Source: an optimization exercise on an open RTL-to-GDS flow (aim: small area, a short achievable clock period and few clock cycles). Production flows keep margins and buffers that such runs may drop.
At most, simulation tests tie the RTL to the original design; equivalence was not proved.
Power figures rest on the tool's default switching activity, not on a simulated workload.

Design rgb2ac1c2_stream_ctrl, start of the top module:
module rgb2ac1c2_stream_ctrl #(
    parameter int unsigned WIDTH  = 640,
    parameter int unsigned HEIGHT = 480
) (
    input  logic        i_clk,
    input  logic        i_rst,
    input  logic        i_start,
    input  logic        i_coef_we,
    input  logic [3:0]  i_coef_addr,
    input  logic [15:0] i_coef_data,
    input  logic        i_valid,
    output logic        o_ready,
    input  logic [7:0]  i_R,
    input  logic [7:0]  i_G,
    input  logic [7:0]  i_B,
    output logic        o_valid,
    input  logic        i_ready,
    output logic [31:0] o_A,
    output logic [31:0] o_C1,
    output logic [31:0] o_C2,
    output logic        o_sof,
    output logic        o_eol,
    output logic        o_eof,
    output logic        o_busy,
    output logic        o_done
);
Size in the first run: about 540 flip-flops.
make LEC_CHECK=0 CAP_MARGIN=20 CORE_MARGIN=2 CORE_UTILIZATION=40 SLEW_MARGIN=20 SYNTH_HIERARCHICAL=1 finish   # period 6.0 ns
run.sh (not shown) runs the stock make flow with config.mk's settings and CLKGATE_MAP_FILE= SYNTH_SCRIPT=/design/flow/synth_recipe.tcl, a recipe that flattens the netlist after the stock synthesis.
Rerun with:
--- a/flow/design.v
+++ b/flow/design.v
@@ -75,36 +75,28 @@
             all_in <= 1'b0;
         end else if (accept) begin
             if (col_last) begin
                 col <= '0;
                 row <= row + 1'b1;
                 if (row_last) all_in <= 1'b1;
             end else begin
                 col <= col + 1'b1;
             end
         end
     end
+    localparam logic [143:0] COEF_RST = {16'hFA79, 16'd942, 16'd477, 16'd254, 16'hF99C,
+        16'd1383, 16'd1638, 16'd15462, 16'd7865};
     always_ff @(posedge i_clk) begin
-        if (i_rst) begin
-            coef[0] <= 16'sd7865;
-            coef[1] <= 16'sd15462;
-            coef[2] <= 16'sd1638;
-            coef[3] <= 16'sd1383;
-            coef[4] <= -16'sd1636;
-            coef[5] <= 16'sd254;
-            coef[6] <= 16'sd477;
-            coef[7] <= 16'sd942;
-            coef[8] <= -16'sd1415;
-        end else if (!o_busy && i_coef_we) begin
-            for (int k = 0; k < 9; k++) begin
-                if (i_coef_addr == 4'(k)) coef[k] <= $signed(i_coef_data);
+        for (int k = 0; k < 9; k++) begin
+            if (i_rst || (!o_busy && i_coef_we && i_coef_addr == 4'(k))) begin
+                coef[k] <= i_rst ? COEF_RST[16*k +: 16] : i_coef_data;
             end
         end
     end
     always_ff @(posedge i_clk) begin
         t01_0 <= 17'(coef[0]) + 17'(coef[1]);
         t3_0  <= 18'(coef[2]) + (18'(coef[2]) << 1);
         t01_1 <= 17'(coef[3]) + 17'(coef[4]);
         t3_1  <= 18'(coef[5]) + (18'(coef[5]) << 1);
         t01_2 <= 17'(coef[6]) + 17'(coef[7]);
         t3_2  <= 18'(coef[8]) + (18'(coef[8]) << 1);
     end
Combinational power climbs by 32%.
Routed wire length drops by 5.7%.
Total power climbs by 22%.
Cell area drops by 0.77%.
Sequential share of layout area climbs by 3.3 points.
Worst setup slack improves by 0.076 ns.
Via count drops by 7.3%.
Core utilization climbs by 0.40 points.
Register-to-register slack improves by 0.08 ns.
Fmax climbs by 1.6%.
Critical path depth drops by 2.
Final cell count drops by 8.4%.
Global-route usage drops by 0.77 points.
Synthesized area drops by 1.7%.
Function was not checked in any run of this note: the RTL went through the layout flow alone.

--- another note on this design; it stands on its own ---

Design rgb2ac1c2_stream_ctrl, start of the top module:
module rgb2ac1c2_stream_ctrl #(
    parameter int unsigned WIDTH  = 640,
    parameter int unsigned HEIGHT = 480
) (
    input  logic        i_clk,
    input  logic        i_rst,
    input  logic        i_start,
    input  logic        i_coef_we,
    input  logic [3:0]  i_coef_addr,
    input  logic [15:0] i_coef_data,
    input  logic        i_valid,
    output logic        o_ready,
    input  logic [7:0]  i_R,
    input  logic [7:0]  i_G,
    input  logic [7:0]  i_B,
    output logic        o_valid,
    input  logic        i_ready,
    output logic [31:0] o_A,
    output logic [31:0] o_C1,
    output logic [31:0] o_C2,
    output logic        o_sof,
    output logic        o_eol,
    output logic        o_eof,
    output logic        o_busy,
    output logic        o_done
);
Size: ~3,200 cells after synthesis, roughly 670 flip-flops, ~150 I/O pins, roughly 45,000 µm² of cells after synthesis.
export LEC_CHECK = 0
export CAP_MARGIN = 20
export CORE_MARGIN = 2
export CORE_UTILIZATION = 40
export CTS_BUF_LIST = sky130_fd_sc_hd__clkbuf_16
export CTS_CLUSTER_DIAMETER = 80
export CTS_CLUSTER_SIZE = 25
export SETUP_SLACK_MARGIN = 2.8
export SLEW_MARGIN = 20
export SYNTH_HIERARCHICAL = 1
create_clock -name core_clock -period 6.0 [get_ports {i_clk}]
run.sh (not shown) runs the stock make flow with config.mk's settings and CLKGATE_MAP_FILE= SYNTH_SCRIPT=/design/flow/synth_recipe.tcl, a recipe that flattens the netlist after the stock synthesis.
Testbench counts at the start, summed over its fixed seeds: cycles 1,228,852.
Rerun with:
- CORE_UTILIZATION: 40 -> 55
- CTS_CLUSTER_DIAMETER: 80 -> 60
- CTS_CLUSTER_SIZE: 25 -> 20
=>
- total power came out higher by 3.0%
- worst hold slack gets better by 0.0037 ns
- final cell count fell by 7.4%
- synthesized area does not change
- die area came out lower by 27%
- first-iteration DRC count is about the same

-- what the ideal ports hide --
The flow's constraints put no driver on any port. The routed layouts listed below were extracted and timed again, unchanged, in two steps.
Step 1, drivers: a clkbuf_16 drives i_clk and a buf_2 each remaining input, both assumed.
Step 2, shift: input delay + t, output delay - t, t = (earliest + latest rising clock arrival at the registers) / 2. This alone moves slack from input paths to output paths.
Slacks: ideal / step 1 / step 2; pairs: ideal / step 1.
| run | t, ns | setup slack, ns | latest minus earliest clock arrival (ns) | worst register clock-pin slew, ns |
|---|---|---|---|---|
| the first run of note 1 | 0.704 | 1.330 / 1.330 / 1.330 | 0.030 / 0.029 | 0.06 / 0.06 |
| the second run of note 1 | 0.705 | 1.406 / 1.406 / 1.406 | 0.044 / 0.044 | 0.07 / 0.07 |
| the first run of note 2 | 0.722 | 2.783 / 2.783 / 2.390 | 0.033 / 0.033 | 0.11 / 0.11 |
| the second run of note 2 | 0.691 | 2.727 / 2.727 / 2.449 | 0.033 / 0.033 | 0.08 / 0.08 |
After both steps setup and hold are still met in every run listed. The setup slack of the first run of note 2, which loses most, moves by 0.000 ns with the drivers and by -0.393 ns with both steps.
